What follows belongs to an exercise in optimizing a design on an open flow for small area; a production flow would make more cautious choices. Only simulation tests tie the RTL to the original design; equivalence was not proved. Power figures rest on the tool's default switching activity, not on a simulated workload.

## v13
==> flow/design.v (excerpt) <==
module mode7_stepper #(
  parameter int HACT = 640,
  parameter int VACT = 480,
  parameter int VTOT = 525
) (
  input  logic        clk,
  input  logic        reset,
  input  logic        p_tick,
  input  logic        video_on,
  input  logic [9:0]  pixel_x,
  input  logic [9:0]  pixel_y,
  input  logic [15:0] originx,
  input  logic [15:0] originy,
  input  logic [15:0] offsetx,
  input  logic [15:0] offsety,
  input  logic [23:0] scalex,
  input  logic [23:0] scaley,
  input  logic [8:0]  angle,
  input  logic [15:0] tex_mask,
  output logic [8:0]  rom_addr,
  input  logic [15:0] rom_cos,
  input  logic [15:0] rom_sin,
  output logic [15:0] tex_u,
  output logic [15:0] tex_v,
  output logic        tex_valid
);
For scale: about 1200 cells after synthesis, about 380 flip-flops, ~240 I/O pins, ~16000 sq um of cells after synthesis.
clock: 14.0 ns
lec_check: 0
cap_margin: 20
core_margin: 2
core_utilization: 75
place_density: 0.85
slew_margin: 20
buffer_ports_args: -buffer_cell sky130_fd_sc_hd__buf_1
cts_args: -sink_clustering_enable -repair_clock_nets -sink_clustering_size 16 -sink_clustering_max_diameter 60 -buf_list sky130_fd_sc_hd__clkbuf_8 -dont_use_dummy_load
standard.sh (not shown) runs the stock make flow with config.mk's settings and CLKGATE_MAP_FILE= SYNTH_SCRIPT=/design/flow/synth_recipe.tcl, a recipe that flattens the netlist after the stock synthesis.
==> flow/flow/run.sh <==
#!/bin/bash
set -e
cd "$(dirname "$0")/.."
cat >> "$FLOW_CONFIG" <<'EOC'
export BUFFER_PORTS_ARGS = -buffer_cell sky130_fd_sc_hd__buf_1
export CTS_ARGS = -sink_clustering_enable -repair_clock_nets -sink_clustering_size 16 -sink_clustering_max_diameter 60 -buf_list sky130_fd_sc_hd__clkbuf_8 -dont_use_dummy_load
EOC
bash standard.sh > standard.log 2>&1
--- input diff v13..v21 ---
--- a/flow/design.v
+++ b/flow/design.v
@@ -57,21 +57,20 @@
       offy <= offsety;
     end
   end
   mode_t      mode;
   logic [5:0] k;
   logic [1:0] ph;
   logic       fin, armed;
-  logic       yz, ystall;
-  logic       ydig, yv;
+  logic [8:0] yl;
+  logic       yz;
   assign present = p_tick && video_on && armed;
   logic seq_start, seq_next;
   assign seq_start = ld || arm;
   assign seq_next  = !fin && (ph == 2'd3 || (ph == 2'd2 && k >= 6'd9));
-  assign ystall    = (mode == LINE) && !fin && (ph == 2'd3) && !yv;
   always_ff @(posedge clk or negedge reset) begin
     if (!reset) begin
       mode  <= IDLE;
       armed <= 1'b0;
     end else begin
       if (line_end) armed <= arm;
       if (seq_start)
@@ -81,45 +80,39 @@
     end
   end
   always_ff @(posedge clk) begin
     if (seq_start || (fin && ph == 2'd0)) begin
       k   <= 6'd37;
       ph  <= '0;
       fin <= 1'b0;
-    end else if (ystall) begin
     end else if (seq_next) begin
       ph  <= (k == '0) ? 2'd1 : 2'd0;
       fin <= (k == '0);
       k   <= k - 6'd1;
     end else begin
       ph  <= ph + 2'd1;
     end
   end
   always_ff @(posedge clk) begin
-    if (line_end) yz <= (pixel_y == Y_LAST);
-    if (seq_start || (seq_next && !ystall)) begin
-      yv <= 1'b0;
-    end else if (p_tick) begin
-      yv   <= 1'b1;
-      ydig <= |(pixel_y[8:0] & oh[8:0]);
+    if (line_end) begin
+      yl <= pixel_y[8:0];
+      yz <= (pixel_y == Y_LAST);
     end
   end
   logic [15:0] oh, ohko;
   logic        lo16;
   logic        cosb, sinb, oxb, oyb, ylb, offxb, offyb;
   assign oh    = 16'd1 << k[3:0];
   assign ohko  = {oh[5:0], oh[15:6]};
   assign lo16  = (k[5:4] == 2'd0);
-  always_ff @(posedge clk) begin
-    cosb <= (k >= 6'd15) ? rom_cos[15] : |(rom_cos & oh);
-    sinb <= (k >= 6'd15) ? rom_sin[15] : |(rom_sin & oh);
-  end
+  assign cosb  = (k >= 6'd15) ? rom_cos[15] : |(rom_cos & oh);
+  assign sinb  = (k >= 6'd15) ? rom_sin[15] : |(rom_sin & oh);
   assign oxb   = lo16 && |(ox & oh);
   assign oyb   = lo16 && |(oy & oh);
-  assign ylb   = (k < 6'd9) && ydig && yv && !yz;
+  assign ylb   = (k < 6'd9) && |(yl & oh[8:0]) && !yz;
   assign offxb = (k >= 6'd22) && |(offx & ohko);
   assign offyb = (k >= 6'd22) && |(offy & ohko);
   logic line, run, hd;
   logic selA, selD, selSu, selSv, inju, injv, cinu, cinv;
   assign line = (mode == LINE);
   assign run  = (mode != IDLE);
   assign hd   = line && !dflt;
==> run notes <==
Adder and majority gate portion of the synthesized area delta (v21 -> v13): insignificant. Row number of vias in the routed layout: v21 higher / v13 lower. Share of the final layout cell area in sequential cells (lower): v13. | complex-gate fraction of the synthesized area | v21 vs v13 | 0.52 points lower |. Diff v13 -> v21: switching power shows an increase of about 5.7%, number of cell instances on the worst register-to-register path shows an increase of about 3.4%. Relative to v13, power per cell area has increased by 4.5 nW/um^2 in v21. Compared with v13, v21 shows normalized max-slew margin lower by 2.3 points. Non-clock buffer count in the final layout: v21 > v13. Post-route cell area: v21 and v13 compared, lower one is v13.

* * *

The RTL this note starts from:
==> flow/design.v <==
module mode7_stepper #(
  parameter int HACT = 640,
  parameter int VACT = 480,
  parameter int VTOT = 525
) (
  input  logic        clk,
  input  logic        reset,
  input  logic        p_tick,
  input  logic        video_on,
  input  logic [9:0]  pixel_x,
  input  logic [9:0]  pixel_y,
  input  logic [15:0] originx,
  input  logic [15:0] originy,
  input  logic [15:0] offsetx,
  input  logic [15:0] offsety,
  input  logic [23:0] scalex,
  input  logic [23:0] scaley,
  input  logic [8:0]  angle,
  input  logic [15:0] tex_mask,
  output logic [8:0]  rom_addr,
  input  logic [15:0] rom_cos,
  input  logic [15:0] rom_sin,
  output logic [15:0] tex_u,
  output logic [15:0] tex_v,
  output logic        tex_valid
);
  localparam logic [9:0] X_END  = 10'(HACT);
  localparam logic [9:0] Y_ACT  = 10'(VACT);
  localparam logic [9:0] Y_LAST = 10'(VTOT - 1);
  localparam int W  = 38;    
  localparam int WL = 19;    
  localparam int WH = W - WL;
  typedef enum logic [1:0] {IDLE, FD, FS, LINE} mode_t;
  logic        ld, line_end, arm, present;
  assign ld       = p_tick && (pixel_x == '0) && (pixel_y == Y_ACT);
  assign line_end = p_tick && (pixel_x == X_END);
  assign arm      = line_end && ((pixel_y < Y_ACT - 10'd1) || (pixel_y == Y_LAST));
  logic [8:0]  ra;
  logic        dflt;
  logic [15:0] mask, ox, oy, offx, offy;
  assign rom_addr = ra;
  always_ff @(posedge clk or negedge reset) begin
    if (!reset) begin
      ra   <= '0;
      dflt <= 1'b1;
    end else if (ld) begin
      ra   <= angle;
      dflt <= 1'b0;
    end
  end
  always_ff @(posedge clk) begin
    if (ld) begin
      mask <= tex_mask;
      ox   <= originx;
      oy   <= originy;
      offx <= offsetx;
      offy <= offsety;
    end
  end
  mode_t      mode;
  logic [5:0] k;
  logic [1:0] ph;
  logic       fin, armed;
  logic [8:0] yl;
  logic       yz;
  assign present = p_tick && video_on && armed;
  logic seq_start, seq_next;
  assign seq_start = ld || arm;
  assign seq_next  = !fin && (ph == 2'd3 || (ph == 2'd2 && k >= 6'd9));
  always_ff @(posedge clk or negedge reset) begin
    if (!reset) begin
      mode  <= IDLE;
      armed <= 1'b0;
    end else begin
      if (line_end) armed <= arm;
      if (seq_start)
        mode <= ld ? FD : LINE;
      else if (mode != IDLE && fin && ph == 2'd0)
        mode <= (mode == FD) ? FS : IDLE;
    end
  end
  always_ff @(posedge clk) begin
    if (seq_start || (fin && ph == 2'd0)) begin
      k   <= 6'd37;
      ph  <= '0;
      fin <= 1'b0;
    end else if (seq_next) begin
      ph  <= (k == '0) ? 2'd1 : 2'd0;
      fin <= (k == '0);
      k   <= k - 6'd1;
    end else begin
      ph  <= ph + 2'd1;
    end
  end
  always_ff @(posedge clk) begin
    if (line_end) begin
      yl <= pixel_y[8:0];
      yz <= (pixel_y == Y_LAST);
    end
  end
  logic [3:0] kc, ko;
  logic       cosb, sinb, oxb, oyb, ylb, offxb, offyb;
  assign kc    = (k >= 6'd15) ? 4'd15 : k[3:0];
  assign ko    = 4'(k - 6'd22);
  assign cosb  = rom_cos[kc];
  assign sinb  = rom_sin[kc];
  assign oxb   = (k < 6'd16) && ox[k[3:0]];
  assign oyb   = (k < 6'd16) && oy[k[3:0]];
  assign ylb   = (k < 6'd9) && yl[k[3:0]] && !yz;
  assign offxb = (k >= 6'd22) && offx[ko];
  assign offyb = (k >= 6'd22) && offy[ko];
  logic line, run, hd;
  logic selA, selD, selSu, selSv, inju, injv, cinu, cinv;
  assign line = (mode == LINE);
  assign run  = (mode != IDLE);
  assign hd   = line && !dflt;
  always_comb begin
    selA  = 1'b0;
    cinu  = 1'b0;
    cinv  = 1'b0;
    selD  = present && !dflt;
    selSu = 1'b0;
    selSv = 1'b0;
    if (run && !fin) begin
      case (ph)
        2'd0: begin
          selA = 1'b1;
          cinu = hd && offxb;
          cinv = hd && offyb;
        end
        2'd1: selD = hd && !oxb;
        2'd2: begin
          selSu = line ? hd && !oyb : (mode == FD) ? cosb : !sinb;
          selSv = line ? hd && !oyb : (mode == FD) ? sinb : cosb;
        end
        default: begin
          selSu = hd && ylb;
          selSv = hd && ylb;
        end
      endcase
    end else if (run) begin
      case (ph)
        2'd1: selD = hd;
        2'd2: begin
          selSu = hd || (mode == FS);
          selSv = hd;
        end
        2'd3: begin
          selSu = hd && !yz;
          selSv = hd && !yz;
        end
        default: ;
      endcase
    end
  end
  assign inju = dflt && present;
  assign injv = dflt && line && (ph == 2'd3) && (fin ? !yz : ylb);
  logic [WL-1:0] Aln, Bln, Al, Bl;
  logic [WH-1:0] Ahn, Bhn, Ah, Bh;
  assign Al = ~Aln;
  assign Bl = ~Bln;
  assign Ah = ~Ahn;
  assign Bh = ~Bhn;
  logic [W-1:0]  Du, Dv, Su, Sv;
  logic          cun, cvn;                
  logic          hA, hD, hSu, hSv, hiu, hiv;   
  function automatic logic [WL:0] add_lo(input logic [WL-1:0] a, input logic [WL-1:0] b,
                                         input logic ci);
    logic [WL:0]   c;
    logic [WL-1:0] s;
    c[0] = ci;
    for (int i = 0; i < WL; i++) begin
      s[i]   = a[i] ^ b[i] ^ c[i];
      c[i+1] = (a[i] & b[i]) | (a[i] & c[i]) | (b[i] & c[i]);
    end
    add_lo = {c[WL], s};
  endfunction
  function automatic logic [WH-1:0] add_hi(input logic [WH-1:0] a, input logic [WH-1:0] b,
                                           input logic ci);
    logic [WH:0]   c;
    logic [WH-1:0] s;
    c[0] = ci;
    for (int i = 0; i < WH; i++) begin
      s[i]   = a[i] ^ b[i] ^ c[i];
      c[i+1] = (a[i] & b[i]) | (a[i] & c[i]) | (b[i] & c[i]);
    end
    add_hi = s;
  endfunction
  logic [WL-1:0] xul, xvl;
  logic [WH-1:0] xuh, xvh;
  logic [WL:0]   sul, svl;    
  logic [WH-1:0] suh, svh;
  assign xul = ({WL{selA}} & Al) | ({WL{selD}} & Du[WL-1:0]) | ({WL{selSu}} & Su[WL-1:0]);
  assign xvl = ({WL{selA}} & Bl) | ({WL{selD}} & Dv[WL-1:0]) | ({WL{selSv}} & Sv[WL-1:0]);
  assign xuh = ({WH{hA}} & Ah) | ({WH{hD}} & Du[W-1:WL]) | ({WH{hSu}} & Su[W-1:WL]) |
               (WH'(hiu) << (22 - WL));
  assign xvh = ({WH{hA}} & Bh) | ({WH{hD}} & Dv[W-1:WL]) | ({WH{hSv}} & Sv[W-1:WL]) |
               (WH'(hiv) << (22 - WL));
  assign sul = add_lo(Aln, ~xul, !cinu);
  assign svl = add_lo(Bln, ~xvl, !cinv);
  assign suh = add_hi(Ahn, ~xuh, cun);
  assign svh = add_hi(Bhn, ~xvh, cvn);
  always_ff @(posedge clk) begin
    Aln <= sul[WL-1:0];
    Bln <= svl[WL-1:0];
    cun <= sul[WL];
    cvn <= svl[WL];
    Ahn <= suh;
    Bhn <= svh;
  end
  always_ff @(posedge clk) begin
    hA  <= selA;
    hD  <= selD;
    hSu <= selSu;
    hSv <= selSv;
    hiu <= inju;
    hiv <= injv;
  end
  logic wb;
  assign wb = run && fin && (ph == 2'd0);
  always_ff @(posedge clk) begin
    if (ld) begin
      Su <= W'(scalex);
      Sv <= W'(scaley);
    end else if (wb && mode == FS) begin
      Su <= {Ah, Al};
      Sv <= {Bh, Bl};
    end
    if (wb && mode == FD) begin
      Du <= {Ah, Al};
      Dv <= {Bh, Bl};
    end
  end
  always_ff @(posedge clk or negedge reset) begin
    if (!reset) begin
      tex_u     <= '0;
      tex_v     <= '0;
      tex_valid <= 1'b0;
    end else begin
      tex_valid <= present;
      if (present) begin
        tex_u <= ~suh[WH-1:WH-16] & (mask | {16{dflt}});
        tex_v <= ~svh[WH-1:WH-16] & (mask | {16{dflt}});
      end
    end
  end
endmodule
==> flow/config.mk <==
export PLATFORM = sky130hd
export DESIGN_NAME = mode7_stepper
export DESIGN_NICKNAME = mode7_stepper
export VERILOG_FILES = /design/flow/design.v
export SDC_FILE = /design/flow/constraint.sdc
export NUM_CORES = 4
export LEC_CHECK = 0
export CAP_MARGIN = 20
export CORE_MARGIN = 2
export CORE_UTILIZATION = 75
export PLACE_DENSITY = 0.85
export SLEW_MARGIN = 20
export BUFFER_PORTS_ARGS = -buffer_cell sky130_fd_sc_hd__buf_1
export CTS_ARGS = -sink_clustering_enable -repair_clock_nets -sink_clustering_size 16 -sink_clustering_max_diameter 60 -buf_list sky130_fd_sc_hd__clkbuf_8 -dont_use_dummy_load
==> flow/constraint.sdc <==
create_clock -name core_clock -period 14.0 [get_ports {clk}]
set_input_delay 2.8000 -clock core_clock [delete_from_list [all_inputs] [get_ports {clk}]]
set_output_delay 2.8000 -clock core_clock [all_outputs]
set_load 0.01 [all_outputs]
Scripts as last shown in full above: flow/flow/run.sh
Edit:
--- a/flow/design.v
+++ b/flow/design.v
@@ -215,20 +215,18 @@
     hSv <= selSv;
     hiu <= inju;
     hiv <= injv;
   end
   logic wb;
   assign wb = run && fin && (ph == 2'd0);
-  always_ff @(posedge clk) begin
-    if (ld) begin
-      Su <= W'(scalex);
-      Sv <= W'(scaley);
-    end else if (wb && mode == FS) begin
-      Su <= {Ah, Al};
-      Sv <= {Bh, Bl};
-    end
+  logic ws, hs;
+  assign ws = wb && (mode == FS);
+  assign hs = !ld && !ws;
+  always_ff @(posedge clk) begin
+    Su <= ({W{ld}} & W'(scalex)) | ({W{ws}} & {Ah, Al}) | ({W{hs}} & Su);
+    Sv <= ({W{ld}} & W'(scaley)) | ({W{ws}} & {Bh, Bl}) | ({W{hs}} & Sv);
     if (wb && mode == FD) begin
       Du <= {Ah, Al};
       Dv <= {Bh, Bl};
     end
   end
   always_ff @(posedge clk or negedge reset) begin
Outcome: Synthesized cell count rose slightly. Worst setup slack got worse by 0.20 ns. Design area fell slightly. Worst hold slack improved by 0.0078 ns. Power fell by a quarter to a third. Die area fell slightly. Cell count barely changes. Sequential power fell by about a fifth. Routed wire length rose by a few percent. Critical path depth fell by 1.

[static timing again, ports no longer ideal]
No port has a modelled driver above. Below, the same layouts with a new extraction and two added sets of constraints. Step 1 sets driving cells, clkbuf_16 on the clock port and buf_2 on the other inputs (assumed; they add their load-dependent delay and slew). Step 2, shift: input delay + t, output delay - t, t = (earliest + latest rising clock arrival at the registers) / 2. This alone moves slack from input paths to output paths. Slacks: no drivers / after step 1 / after step 2; pairs: no drivers / after step 1.
| run | t, ns | setup slack, ns | worst register clock-pin slew, ns |
|---|---|---|---|
| v13 | 0.622 | 2.081 / 2.106 / 1.484 | 0.11 / 0.11 |
| v21 | 0.611 | 1.764 / 1.784 / 1.173 | 0.11 / 0.11 |
| the first run of note 2 | 0.623 | 1.811 / 1.827 / 1.204 | 0.11 / 0.11 |
| the second run of note 2 | 0.619 | 1.615 / 1.636 / 1.018 | 0.10 / 0.10 |
After both steps setup and hold are still met in every run listed. The setup slack of the first run of note 2, which loses most, moves by +0.016 ns with the drivers and by -0.607 ns with both steps.
